This is an optimization exercise on Yosys and OpenROAD, whose aim is small area and a short achievable clock period, not a production implementation. In this exercise RTL edits were held to simulation tests only and were not proved equivalent to the original. No activity file was given, so power comes from the tool's default toggle rates.

// spi_ram_burst
module spi_ram_burst #(
    parameter int MEM_DEPTH  = 256,
    parameter int ADDR_SIZE  = 8,
    parameter int DATA_WIDTH = 8,
    parameter bit AUTO_INC   = 1'b1
) (
    input  logic                  clk,
    input  logic                  rst_n,
    input  logic [DATA_WIDTH+1:0] din,
    input  logic                  rx_valid,
    input  logic                  tx_ready,
    output logic [DATA_WIDTH-1:0] dout,
    output logic                  tx_valid,
    output logic                  busy,
    output logic                  cmd_drop
);
Size in the first run: roughly 4800 cells after synthesis, roughly 2400 flip-flops, about 25 I/O pins, roughly 86000 um^2 of cells after synthesis.
clock: 4.0 ns
lec_check: 0
cap_margin: 5
core_margin: 2
core_utilization: 50
cts_cluster_diameter: 75
cts_cluster_size: 24
place_density: 0.65
setup_slack_margin: 1.8
slew_margin: 5
run.sh (not shown) runs the stock make flow with config.mk's settings and CLKGATE_MAP_FILE= SYNTH_SCRIPT=/design/flow/synth_recipe.tcl, a recipe that flattens the netlist after the stock synthesis.
Change:
==> flow/config.mk (replaced) <==
export PLATFORM = sky130hd
export DESIGN_NAME = spi_ram_burst
export DESIGN_NICKNAME = spi_ram_burst
export VERILOG_FILES = /design/flow/design.v
export SDC_FILE = /design/flow/constraint.sdc
export NUM_CORES = 4
export LEC_CHECK = 0
export CAP_MARGIN = 20
export CORE_MARGIN = 2
export CORE_UTILIZATION = 40
export CTS_CLUSTER_DIAMETER = 80
export CTS_CLUSTER_SIZE = 30
export SETUP_SLACK_MARGIN = 1.8
export SLEW_MARGIN = 20
Outcome: The new run produced a layout that fails on antenna rules. Clock power stays flat. Clock-buffer cell count is lower by 47. Power increases by about 1.5%. Die area came out higher by about 25%. Sequential share of layout area went down by 1.0 points. First-iteration DRC count goes down by 12%.

---

the reference run:
The RTL this note starts from:
==> flow/design.v <==
module spi_ram_burst #(
    parameter int MEM_DEPTH  = 256,
    parameter int ADDR_SIZE  = 8,
    parameter int DATA_WIDTH = 8,
    parameter bit AUTO_INC   = 1'b1
) (
    input  logic                  clk,
    input  logic                  rst_n,
    input  logic [DATA_WIDTH+1:0] din,
    input  logic                  rx_valid,
    input  logic                  tx_ready,
    output logic [DATA_WIDTH-1:0] dout,
    output logic                  tx_valid,
    output logic                  busy,
    output logic                  cmd_drop
);
    logic [1:0] opcode;
    logic [7:0] payload;
    assign opcode  = din[9:8];
    assign payload = din[7:0];
    logic       rd_mode;       
    logic       drop_q;
    logic [7:0] remaining;
    logic       rem_zero;      
    logic [7:0] write_address;
    logic [15:0] ra_lo, ra_hi;   
    logic [7:0] dout_q;
    logic cmd_waddr, cmd_wdata, cmd_raddr, cmd_read, hs_more, ra_inc;
    assign cmd_waddr = !rd_mode && rx_valid && (opcode == 2'b00);
    assign cmd_wdata = !rd_mode && rx_valid && (opcode == 2'b01);
    assign cmd_raddr = !rd_mode && rx_valid && (opcode == 2'b10);
    assign cmd_read  = !rd_mode && rx_valid && (opcode == 2'b11);
    assign hs_more   = rd_mode && tx_ready && !rem_zero;
    assign ra_inc    = cmd_read || hs_more;
    function automatic logic [15:0] dec4(input logic [3:0] a);
        dec4 = 16'd1 << a;
    endfunction
    logic [15:0] pw_lo, pw_hi;    
    logic [7:0]  pw_data;
    logic        pw_en;
    always_ff @(posedge clk) begin
        pw_lo   <= dec4(write_address[3:0]);
        pw_hi   <= cmd_wdata ? dec4(write_address[7:4]) : 16'd0;
        pw_en   <= cmd_wdata;
        pw_data <= payload;
    end
    logic [7:0] mem [256];
    for (genvar w = 0; w < 256; w++) begin : g_word
        always_ff @(posedge clk) begin
            if (pw_hi[w / 16] && pw_lo[w % 16]) mem[w] <= pw_data;
        end
    end
    logic [7:0] grp [16];
    for (genvar i = 0; i < 16; i++) begin : g_grp
        always_comb begin
            grp[i] = '0;
            for (int j = 0; j < 16; j++)
                grp[i] = grp[i] | (mem[16 * i + j] & {8{ra_lo[j]}});
        end
    end
    logic [7:0] rd_arr;
    always_comb begin
        rd_arr = '0;
        for (int i = 0; i < 16; i++)
            rd_arr = rd_arr | (grp[i] & {8{ra_hi[i]}});
    end
    logic bypass;
    assign bypass = pw_en && |(pw_lo & ra_lo) && |(pw_hi & ra_hi);
    logic [7:0] rd_word;
    assign rd_word = bypass ? pw_data : rd_arr;
    always_ff @(posedge clk) begin
        if (!rd_mode || tx_ready) dout_q <= rd_word;
    end
    always_ff @(posedge clk or negedge rst_n) begin
        if (!rst_n) begin
            rd_mode       <= 1'b0;
            drop_q        <= 1'b0;
            remaining     <= '0;
            rem_zero      <= 1'b1;
            write_address <= '0;
            ra_lo         <= 16'd1;
            ra_hi         <= 16'd1;
        end else begin
            drop_q <= rd_mode && rx_valid;
            if (cmd_read) rd_mode <= 1'b1;
            else if (rd_mode && tx_ready && rem_zero) rd_mode <= 1'b0;
            if (cmd_read) begin
                remaining <= payload;
                rem_zero  <= (payload == 8'd0);
            end else if (hs_more) begin
                remaining <= remaining - 1'b1;
                rem_zero  <= (remaining == 8'd1);
            end
            if (cmd_waddr) write_address <= payload;
            else if (cmd_wdata) write_address <= write_address + 1'b1;
            if (cmd_raddr) begin
                ra_lo <= dec4(payload[3:0]);
                ra_hi <= dec4(payload[7:4]);
            end else if (ra_inc) begin
                ra_lo <= {ra_lo[14:0], ra_lo[15]};
                if (ra_lo[15]) ra_hi <= {ra_hi[14:0], ra_hi[15]};
            end
        end
    end
    assign dout     = dout_q;
    assign tx_valid = rd_mode;
    assign busy     = rd_mode;
    assign cmd_drop = drop_q;
endmodule
==> flow/config.mk <==
export PLATFORM = sky130hd
export DESIGN_NAME = spi_ram_burst
export DESIGN_NICKNAME = spi_ram_burst
export VERILOG_FILES = /design/flow/design.v
export SDC_FILE = /design/flow/constraint.sdc
export NUM_CORES = 4
export LEC_CHECK = 0
export CAP_MARGIN = 20
export CORE_MARGIN = 2
export CORE_UTILIZATION = 40
export SLEW_MARGIN = 20
==> flow/constraint.sdc <==
create_clock -name core_clock -period 4.0 [get_ports {clk}]
set_input_delay 0.8000 -clock core_clock [delete_from_list [all_inputs] [get_ports {clk}]]
set_output_delay 0.8000 -clock core_clock [all_outputs]
set_load 0.01 [all_outputs]
The reference run finished every step from synthesis to the final layout, and the layout passed the timing, design-rule and antenna checks.
Relative to the reference run, the following input files were edited for the trial run:
Settings: SETUP_SLACK_MARGIN now 1.5, previously not set; ABC_CLOCK_PERIOD_IN_PS now 2000, previously not set.
Findings:
On routed metal-1 wire length, the higher figure sits with the trial run, not the reference run. Between the trial run and the reference run, sequential share of layout area is higher for the reference run, the trial run comes in under that. The trial run: PASS, flow complete, no timing, DRC or antenna violations. Sort the trial run and the reference run by non-clock buffer count, ascending, and the reference run comes first. The lower number of post-CTS setup repair buffers of the trial run and the reference run is in the reference run. Between the trial run and the reference run, the setup slack is higher for the trial run.

---

spi_ram_burst, a different RTL version from the one above (not shown whole).
For scale: ~4300 cells after synthesis, roughly 25 I/O pins.
==> flow/config.mk <==
export PLATFORM = sky130hd
export DESIGN_NAME = spi_ram_burst
export DESIGN_NICKNAME = spi_ram_burst
export VERILOG_FILES = /design/flow/design.v
export SDC_FILE = /design/flow/constraint.sdc
export NUM_CORES = 4
export LEC_CHECK = 0
export CAP_MARGIN = 20
export CORE_MARGIN = 2
export CORE_UTILIZATION = 65
export CTS_BUF_LIST = sky130_fd_sc_hd__clkbuf_8
export CTS_CLUSTER_SIZE = 30
export PLACE_DENSITY = 0.75
export SETUP_SLACK_MARGIN = 1.8
export SLEW_MARGIN = 20
==> flow/constraint.sdc <==
create_clock -name core_clock -period 4.0 [get_ports {clk}]
set_input_delay 0.8000 -clock core_clock [delete_from_list [all_inputs] [get_ports {clk}]]
set_output_delay 0.8000 -clock core_clock [all_outputs]
set_load 0.01 [all_outputs]
Change:
Settings changed: CTS_BUF_LIST sky130_fd_sc_hd__clkbuf_8 to unset, CTS_CLUSTER_SIZE 30 to unset.
What happened: Combinational power is lower by a few percent. Total power came out higher by a few percent. Wire length climbs slightly. Sequential power stays flat. Via count came out lower slightly. Setup slack gets worse by 28 ps. Maximum frequency came out lower slightly. Synthesized area is unchanged. Worst hold slack is worse by 370 ps. Count of clock-buffer cells in the layout came out lower by 89. First-iteration DRC count came out higher slightly.

---

Another version of the RTL of spi_ram_burst (not shown whole).
Size in the first run: ~25 I/O pins.
// spi_ram_burst
module spi_ram_burst #(
    parameter int MEM_DEPTH  = 256,
    parameter int ADDR_SIZE  = 8,
    parameter int DATA_WIDTH = 8,
    parameter bit AUTO_INC   = 1'b1
) (
    input  logic                  clk,
    input  logic                  rst_n,
    input  logic [DATA_WIDTH+1:0] din,
    input  logic                  rx_valid,
    input  logic                  tx_ready,
    output logic [DATA_WIDTH-1:0] dout,
    output logic                  tx_valid,
    output logic                  busy,
    output logic                  cmd_drop
);
Settings: LEC_CHECK=0, CAP_MARGIN=20, CORE_MARGIN=2, CORE_UTILIZATION=50, CTS_CLUSTER_DIAMETER=75, CTS_CLUSTER_SIZE=24, PLACE_DENSITY=0.65, SETUP_SLACK_MARGIN=1.8, SLEW_MARGIN=20; clock period 4.0 ns.
Rerun with:
--- a/flow/config.mk
+++ b/flow/config.mk
@@ -10,4 +10,3 @@
-export CORE_UTILIZATION = 50
-export CTS_CLUSTER_DIAMETER = 75
-export CTS_CLUSTER_SIZE = 24
-export PLACE_DENSITY = 0.65
+export CORE_UTILIZATION = 40
+export CTS_CLUSTER_DIAMETER = 80
+export CTS_CLUSTER_SIZE = 30
What happened: Core utilization shrinks by 11 points. Clock skew came out higher by 3.8 ps. Design area came out higher by about 1.8%.

---

RTL: one of the versions met above, not the one the previous note started from.
Size: roughly 4,800 cells after synthesis, about 25 I/O pins, ~86,000 um2 of cells after synthesis.
// spi_ram_burst
module spi_ram_burst #(
    parameter int MEM_DEPTH  = 256,
    parameter int ADDR_SIZE  = 8,
    parameter int DATA_WIDTH = 8,
    parameter bit AUTO_INC   = 1'b1
) (
    input  logic                  clk,
    input  logic                  rst_n,
    input  logic [DATA_WIDTH+1:0] din,
    input  logic                  rx_valid,
    input  logic                  tx_ready,
    output logic [DATA_WIDTH-1:0] dout,
    output logic                  tx_valid,
    output logic                  busy,
    output logic                  cmd_drop
);
export LEC_CHECK = 0
export CAP_MARGIN = 5
export CORE_MARGIN = 2
export CORE_UTILIZATION = 56
export CTS_CLUSTER_DIAMETER = 75
export CTS_CLUSTER_SIZE = 24
export PLACE_DENSITY = 0.7
export SETUP_SLACK_MARGIN = 1.8
export SLEW_MARGIN = 5
create_clock -name core_clock -period 4.0 [get_ports {clk}]
The first run went through all stages and came out clean.
Edit:
Settings changed: CORE_UTILIZATION 56 to 60, PLACE_DENSITY 0.7 to 0.72, SETUP_SLACK_MARGIN 1.8 to 1.55.
After rerunning: The changed run ran to the end with no violations. Via count fell by 4.8%. Routed wire length fell by 8.4%. Maximum frequency fell by 3.3%. Cell area fell by 5.7%. Sequential power barely changes.
Edit:
Settings changed: CORE_UTILIZATION 60 to 56, PLACE_DENSITY 0.72 to 0.7.
Routed wire length hardly moves. Combinational power hardly moves. Non-clock buffer count goes up by 1.
Edit:
Settings changed: SETUP_SLACK_MARGIN 1.55 to 1.4.
What happened: Final cell count hardly moves; setup slack degrades by 0.16 ns; die area is unchanged; total power goes down by about 2.3%.
Edit:
Settings changed: CORE_UTILIZATION 56 to 50, PLACE_DENSITY 0.7 to 0.65, SETUP_SLACK_MARGIN 1.4 to 1.55.
Result: Clock skew goes up by 0.016 ns; combinational power goes up by about 8%; via count goes down by 0.66%; clock-buffer cell count goes down by 7; final area goes up by 3.0%.

---

== build 85 ==
Another version of the RTL of spi_ram_burst (not shown whole).
Size: about 4600 cells after synthesis, ~2200 flip-flops, about 25 I/O pins.
clock: 4.0 ns
lec_check: 0
cap_margin: 20
core_margin: 2
core_utilization: 40
setup_slack_margin: 1.8
slew_margin: 20
[inputs] build 72 vs build 85
diff --git a/flow/config.mk b/flow/config.mk
--- a/flow/config.mk
+++ b/flow/config.mk
@@ -7,6 +7,9 @@
 export LEC_CHECK = 0
-export CAP_MARGIN = 20
+export CAP_MARGIN = 5
 export CORE_MARGIN = 2
-export CORE_UTILIZATION = 40
-export SETUP_SLACK_MARGIN = 1.8
-export SLEW_MARGIN = 20
+export CORE_UTILIZATION = 50
+export CTS_CLUSTER_DIAMETER = 75
+export CTS_CLUSTER_SIZE = 24
+export PLACE_DENSITY = 0.65
+export SETUP_SLACK_MARGIN = 1.5
+export SLEW_MARGIN = 5
Notes after the runs:
- Worst setup margin: build 72 vs build 85 up 0.088 ns
- The worst IR drop on VDD of build 72 is lower than that of build 85.
- | area of the multi-input gates | build 85 vs build 72 | ≈ equal |
- Build 72 reports a higher flip-flop and latch share of the layout cell area than build 85 does.
For build 83, these inputs were changed with respect to build 72:
==> flow/config.mk <==
export PLATFORM = sky130hd
export DESIGN_NAME = spi_ram_burst
export DESIGN_NICKNAME = spi_ram_burst
export VERILOG_FILES = /design/flow/design.v
export SDC_FILE = /design/flow/constraint.sdc
export NUM_CORES = 4
export LEC_CHECK = 0
export CAP_MARGIN = 20
export CORE_MARGIN = 2
export CORE_UTILIZATION = 50
export PLACE_DENSITY = 0.65
export SETUP_SLACK_MARGIN = 1.8
export SLEW_MARGIN = 20
### Flow results
According to the power report, total power for build 83 is higher than for build 72. Compared with build 72, build 83 shows a number of antenna violations at the first check in global routing that is 3 lower. Build 83 reports a higher maximum number of pins on one net before global-route repair than build 72 does. Looking at data arrival time of the worst path, build 83 sits 0.33 ns higher than build 72 does. NOTE DRC violation total after the first TritonRoute iteration build 72->build 83 decreased by more than 10%. The wire length of the first global-routing pass of build 83 is higher than that of build 72. On cell area, build 72 beats build 83. Build 83 vs build 72: global-route usage up in build 83.

## static timing again, ports no longer ideal
How much do the figures lean on ideal ports? The routed layouts below were timed once more, with nothing changed but the port constraints. Step 1, drivers: a clkbuf_16 drives clk and a buf_2 each remaining input, both assumed. Step 2, shift: input delay + t, output delay - t, t = (earliest + latest rising clock arrival at the registers) / 2. This alone moves slack from input paths to output paths. Three values: no drivers, after step 1, after step 2; two values: the first two.
run	t, ns	slack for setup (ns)	latest minus earliest clock arrival (ns)
the first run of note 1	0.897	1.569 / 1.569 / 0.741	0.062 / 0.062
the second run of note 1	0.883	1.481 / 1.481 / 0.718	0.049 / 0.049
the reference run	0.918	0.312 / 0.312 / 0.312	0.062 / 0.062
the trial run	0.927	1.118 / 1.118 / 0.895	0.061 / 0.062
the first run of note 3	1.069	1.007 / 1.007 / 0.829	0.092 / 0.092
the second run of note 3	0.903	0.979 / 0.979 / 0.922	0.053 / 0.053
the first run of note 4	0.890	1.531 / 1.531 / 0.709	0.060 / 0.060
the second run of note 4	0.922	1.426 / 1.426 / 0.610	0.049 / 0.049
the first run of note 5	0.862	1.560 / 1.560 / 0.812	0.032 / 0.032
the second run of note 5	0.847	1.478 / 1.478 / 0.685	0.048 / 0.047
the third run of note 5	0.857	1.508 / 1.525 / 0.690	0.033 / 0.032
the fourth run of note 5	0.841	1.347 / 1.346 / 0.572	0.037 / 0.037
the fifth run of note 5	0.889	1.464 / 1.486 / 0.597	0.061 / 0.062
build 85	0.933	1.046 / 1.046 / 0.859	0.061 / 0.061
build 72	0.859	1.134 / 1.134 / 0.728	0.055 / 0.055
build 83	0.917	0.851 / 0.851 / 0.780	0.043 / 0.043
The setup slack of the fifth run of note 5, which loses most, moves by +0.022 ns with the drivers and by -0.867 ns with both steps.
